Context: an optimization exercise on an open-source flow, tuned for small area, a short achievable clock period and few clock cycles per item. The choices shown serve that exercise and are no tape-out recipe.
Function was checked by simulation only, so behaviour that the tests miss may differ from the original.
Power and IR drop assume default switching activity.

// muldiv_engine
module muldiv_engine #(
  parameter int WIDTH      = 32,
  parameter int MUL_STAGES = 2
) (
  input  logic             clock,
  input  logic             reset,
  input  logic             flush,
  input  logic [WIDTH-1:0] in_src0,
  input  logic [WIDTH-1:0] in_src1,
  input  logic [1:0]       in_op,
  input  logic             in_sign,
  input  logic             in_valid,
  output logic             in_ready,
  output logic             out_valid,
  input  logic             out_ready,
  output logic [WIDTH-1:0] out_res0,
  output logic [WIDTH-1:0] out_res1,
  output logic             busy
);
For scale: roughly 3100 cells after synthesis, roughly 160 flip-flops, about 0.025 mm2 of cells after synthesis.
clock: 11.0 ns
lec_check: 0
cap_margin: 20
core_margin: 2
core_utilization: 40
slew_margin: 20
tns_end_percent: 5
standard.sh (not shown) runs the stock make flow with config.mk's settings and CLKGATE_MAP_FILE= SYNTH_SCRIPT=/design/flow/synth_recipe.tcl, a recipe that flattens the netlist after the stock synthesis.
==> flow/flow/run.sh <==
#!/bin/bash
# Standard synthesis and layout; only the setup repair margin is raised so
# that repair_timing works towards a shorter period than the 11 ns clock.
set -euo pipefail
bash standard.sh synth > synth.log 2>&1
bash standard.sh finish SETUP_SLACK_MARGIN=6.5 > layout.log 2>&1
Testbench counts at the start, summed over its fixed seeds: cycles 19,131, items 3,200.
Then changed:
--- a/flow/flow/run.sh
+++ b/flow/flow/run.sh
@@ -6 +6 @@
-bash standard.sh finish SETUP_SLACK_MARGIN=6.5 > layout.log 2>&1
+bash standard.sh finish SETUP_SLACK_MARGIN=5.5 > layout.log 2>&1
Outcome:
- total power falls by 5.0%
- global-route usage decreases by 0.76 points
- synthesized cell count does not change
- count of clock-buffer cells in the layout is unchanged
- die area is unchanged

Setup of zinc:
Another version of the RTL of muldiv_engine (not shown whole).
For scale: about 3100 cells after synthesis, ~140 I/O pins.
Design muldiv_engine, start of the top module:
module muldiv_engine #(
  parameter int WIDTH      = 32,
  parameter int MUL_STAGES = 2
) (
  input  logic             clock,
  input  logic             reset,
  input  logic             flush,
  input  logic [WIDTH-1:0] in_src0,
  input  logic [WIDTH-1:0] in_src1,
  input  logic [1:0]       in_op,
  input  logic             in_sign,
  input  logic             in_valid,
  output logic             in_ready,
  output logic             out_valid,
  input  logic             out_ready,
  output logic [WIDTH-1:0] out_res0,
  output logic [WIDTH-1:0] out_res1,
  output logic             busy
);
  localparam logic [2:0] IDLE = 3'd0;
  localparam logic [2:0] MUL  = 3'd1;
  localparam logic [2:0] NORM = 3'd2;
  localparam logic [2:0] DIV  = 3'd3;
  localparam logic [2:0] DONE = 3'd4;
  localparam logic [1:0] OP_MUL = 2'd1;
  localparam logic [1:0] OP_DIV = 2'd2;
  logic [2:0]  state;
  logic [4:0]  cnt;      
  logic [63:0] P;        
  logic [34:0] A;        
  logic [32:0] B;        
  logic        qneg, qnz;
  logic [4:0]  qpos;
  logic [5:0]  bc;       
  logic accept;
  assign in_ready  = (state == IDLE) && !flush;
  assign accept    = in_valid && in_ready;
  assign out_valid = (state == DONE);
  assign busy      = (state != IDLE);
  logic [31:0] qmask;
  always_comb
    for (int i = 0; i < 32; i++) qmask[i] = qneg & qnz & (qpos < i);
  assign out_res0 = P[31:0] ^ qmask;
  assign out_res1 = P[63:32];
  function automatic logic [5:0] muldiv_len(input logic [31:0] t);
  ...
==> flow/config.mk <==
export PLATFORM = sky130hd
export DESIGN_NAME = muldiv_engine
export DESIGN_NICKNAME = muldiv_engine
export VERILOG_FILES = /design/flow/design.v
export SDC_FILE = /design/flow/constraint.sdc
export NUM_CORES = 4
export LEC_CHECK = 0
export CAP_MARGIN = 20
export CORE_MARGIN = 2
export CORE_UTILIZATION = 40
export PLACE_DENSITY = 0.8
export SLEW_MARGIN = 20
export TNS_END_PERCENT = 5
==> flow/constraint.sdc <==
create_clock -name core_clock -period 11.0 [get_ports {clock}]
set_input_delay 2.2000 -clock core_clock [delete_from_list [all_inputs] [get_ports {clock}]]
set_output_delay 2.2000 -clock core_clock [all_outputs]
set_load 0.01 [all_outputs]
==> flow/flow/run.sh <==
#!/bin/bash
# Standard synthesis and layout; only the setup repair margin is raised so
# that repair_timing works towards a shorter period than the 11 ns clock.
set -euo pipefail
bash standard.sh synth > synth.log 2>&1
bash standard.sh finish SETUP_SLACK_MARGIN=6 > layout.log 2>&1
zinc: full flow OK, the timing, DRC and antenna checks passed
Testbench counts of zinc, summed over its fixed seeds: cycles 19,131, items 3,200.
Changes in pepper relative to zinc:
# zinc
export LEC_CHECK = 0
export CAP_MARGIN = 20
export CORE_MARGIN = 2
export CORE_UTILIZATION = 40
export PLACE_DENSITY = 0.8
export SLEW_MARGIN = 20
export TNS_END_PERCENT = 5
create_clock -name core_clock -period 11.0 [get_ports {clock}]
# pepper
export LEC_CHECK = 0
export CAP_MARGIN = 20
export CORE_MARGIN = 2
export CORE_UTILIZATION = 40
export GPL_TIMING_DRIVEN = 0
export SLEW_MARGIN = 20
export TNS_END_PERCENT = 5
create_clock -name core_clock -period 11.0 [get_ports {clock}]
==> flow/flow/run.sh <==
#!/bin/bash
# Standard synthesis and layout. Only repair settings differ: the setup
# repair margin is raised so that repair_timing works towards a shorter
# period than the 11 ns clock, the ports get plain buffers, and repair may
# swap a cell for one of another footprint.
set -euo pipefail
bash standard.sh synth > synth.log 2>&1
bash standard.sh finish SETUP_SLACK_MARGIN=6 MATCH_CELL_FOOTPRINT=0 \
  'BUFFER_PORTS_ARGS=-buffer_cell sky130_fd_sc_hd__buf_4' > layout.log 2>&1
Compared with zinc, in pepper width of the chip about even, post-route clock period utilization rose 0.88 points, cell area rose about 1.3%, time the final worst path needs with I/O delays and setup rose 97 ps, setup slack fell 97 ps. Diff zinc..pepper | layout sequential cell count | unchanged.
Setup changes, pepper to onyx
# pepper
export LEC_CHECK = 0
export CAP_MARGIN = 20
export CORE_MARGIN = 2
export CORE_UTILIZATION = 40
export GPL_TIMING_DRIVEN = 0
export SLEW_MARGIN = 20
export TNS_END_PERCENT = 5
create_clock -name core_clock -period 11.0 [get_ports {clock}]
# onyx
export LEC_CHECK = 0
export CAP_MARGIN = 20
export CORE_MARGIN = 2
export CORE_UTILIZATION = 40
export SLEW_MARGIN = 20
export TNS_END_PERCENT = 5
create_clock -name core_clock -period 11.0 [get_ports {clock}]
==> flow/flow/run.sh <==
#!/bin/bash
# Standard synthesis and layout; only the setup repair margin is raised so
# that repair_timing works towards a shorter period than the 11 ns clock.
set -euo pipefail
bash standard.sh synth > synth.log 2>&1
bash standard.sh finish SETUP_SLACK_MARGIN=6 > layout.log 2>&1
The run with more routed wire is onyx, not pepper. Looking at onyx and pepper, the floorplan die width is a wash. In the tables for onyx and pepper, total power draw reads lower with onyx. Slack of the critical path was higher in onyx than in pepper. In the tables for onyx and pepper, final area reads higher with pepper. When onyx is measured against pepper, its post-CTS repair timing setup buffer count turns out 15 higher. Global-route wire length before repair in onyx vs pepper: up 2100 um. For onyx, the most common cell after layout, fill and taps aside was a21oi_1, unlike pepper, where it was buf_4. Net load switching power came out lower on onyx than on pepper. Sequential share of layout area was higher in onyx than in pepper. Fraction of power consumed by combinational cells | onyx below pepper. The lower transition time at the pin with the least slew margin came out of onyx.
[inputs] willow vs onyx
==> flow/flow/run.sh <==
#!/bin/bash
# Standard synthesis and layout. Only repair settings differ: the setup
# repair margin is raised so that repair_timing works towards a shorter
# period than the 11 ns clock, the ports get plain buffers, and repair may
# swap a cell for one of another footprint.
set -euo pipefail
bash standard.sh synth > synth.log 2>&1
bash standard.sh finish SETUP_SLACK_MARGIN=6 MATCH_CELL_FOOTPRINT=0 \
  'BUFFER_PORTS_ARGS=-buffer_cell sky130_fd_sc_hd__buf_4' > layout.log 2>&1
==> results.txt <==
- Utilization (higher): onyx
- [compare] base=onyx new=willow: post-route clock period utilization went up; design area lost about 4%; post-detailed-route wirelength per cell went down by 0.17 um.
- willow: signed area change from the synthesized netlist to the final layout lower than onyx
- Delta (willow minus onyx): sequential fraction of design power now sits higher; met3 usage went up 0.57 points; count of clock buffers in the final design went up 1.
Inputs modified between willow and indigo:
# willow
export LEC_CHECK = 0
export CAP_MARGIN = 20
export CORE_MARGIN = 2
export CORE_UTILIZATION = 40
export SLEW_MARGIN = 20
export TNS_END_PERCENT = 5
create_clock -name core_clock -period 11.0 [get_ports {clock}]
# indigo
export LEC_CHECK = 0
export CAP_MARGIN = 20
export CORE_MARGIN = 2
export CORE_UTILIZATION = 40
export SLEW_MARGIN = 20
export TNS_END_PERCENT = 20
create_clock -name core_clock -period 11.0 [get_ports {clock}]
==> comparison <==
The number of instances resized during post-cts repair reported for indigo is smaller than that of willow by 8. willow has lower worst hold-check slack than indigo. Going from willow to indigo, fraction of area in non-clock buffers grows by 2.4 points. On sequential share of cell area: between willow and indigo, it ends up higher for willow. willow → indigo: cell area after synthesis saw little to no change; total power saw an increase. or4_4 as the slowest cell on the critical path was reported by willow, and ha_1 by indigo. The final layout from indigo, which completed every stage, passed the timing, DRC and antenna checks at the end of the flow.

-- afterwards: timing with drivers on the ports --
The flow's constraints put no driver on any port. The routed layouts listed below were extracted and timed again, unchanged, in two steps.
Step 1 sets driving cells, clkbuf_16 on the clock port and buf_2 on the other inputs (assumed; they add their load-dependent delay and slew).
Step 2 also shifts input and output timing later by t, the mid clock arrival at the registers, as if the neighbouring blocks saw the same clock.
Three values: ideal, step 1, step 2; two values: the first two.
run | t (ns) | setup slack, ns | hold slack, ns | worst setup path after step 2 | worst slew at a driven data input, ns
the first run of note 1 | 0.574 | 5.406 / 5.411 / 4.837 | 0.654 / 0.654 / 0.654 | input to register | 0.07
the second run of note 1 | 0.555 | 5.409 / 5.440 / 4.884 | 0.662 / 0.662 / 0.662 | input to register | 0.08
zinc | 0.547 | 5.371 / 5.399 / 4.852 | 0.618 / 0.618 / 0.618 | input to register | 0.08
pepper | 0.559 | 5.274 / 5.298 / 4.739 | 0.588 / 0.589 / 0.589 | input to register | 0.10
onyx | 0.554 | 5.446 / 5.455 / 4.906 | 0.619 / 0.619 / 0.619 | input to register | 0.07
willow | 0.552 | 5.412 / 5.429 / 4.877 | 0.600 / 0.600 / 0.600 | input to register | 0.08
indigo | 0.570 | 5.469 / 5.496 / 4.926 | 0.607 / 0.607 / 0.607 | input to register | 0.10
After both steps every run listed still meets setup and hold. For the first run of note 1, which loses most, drivers alone change the setup slack by +0.005 ns; drivers and shift together by -0.569 ns.
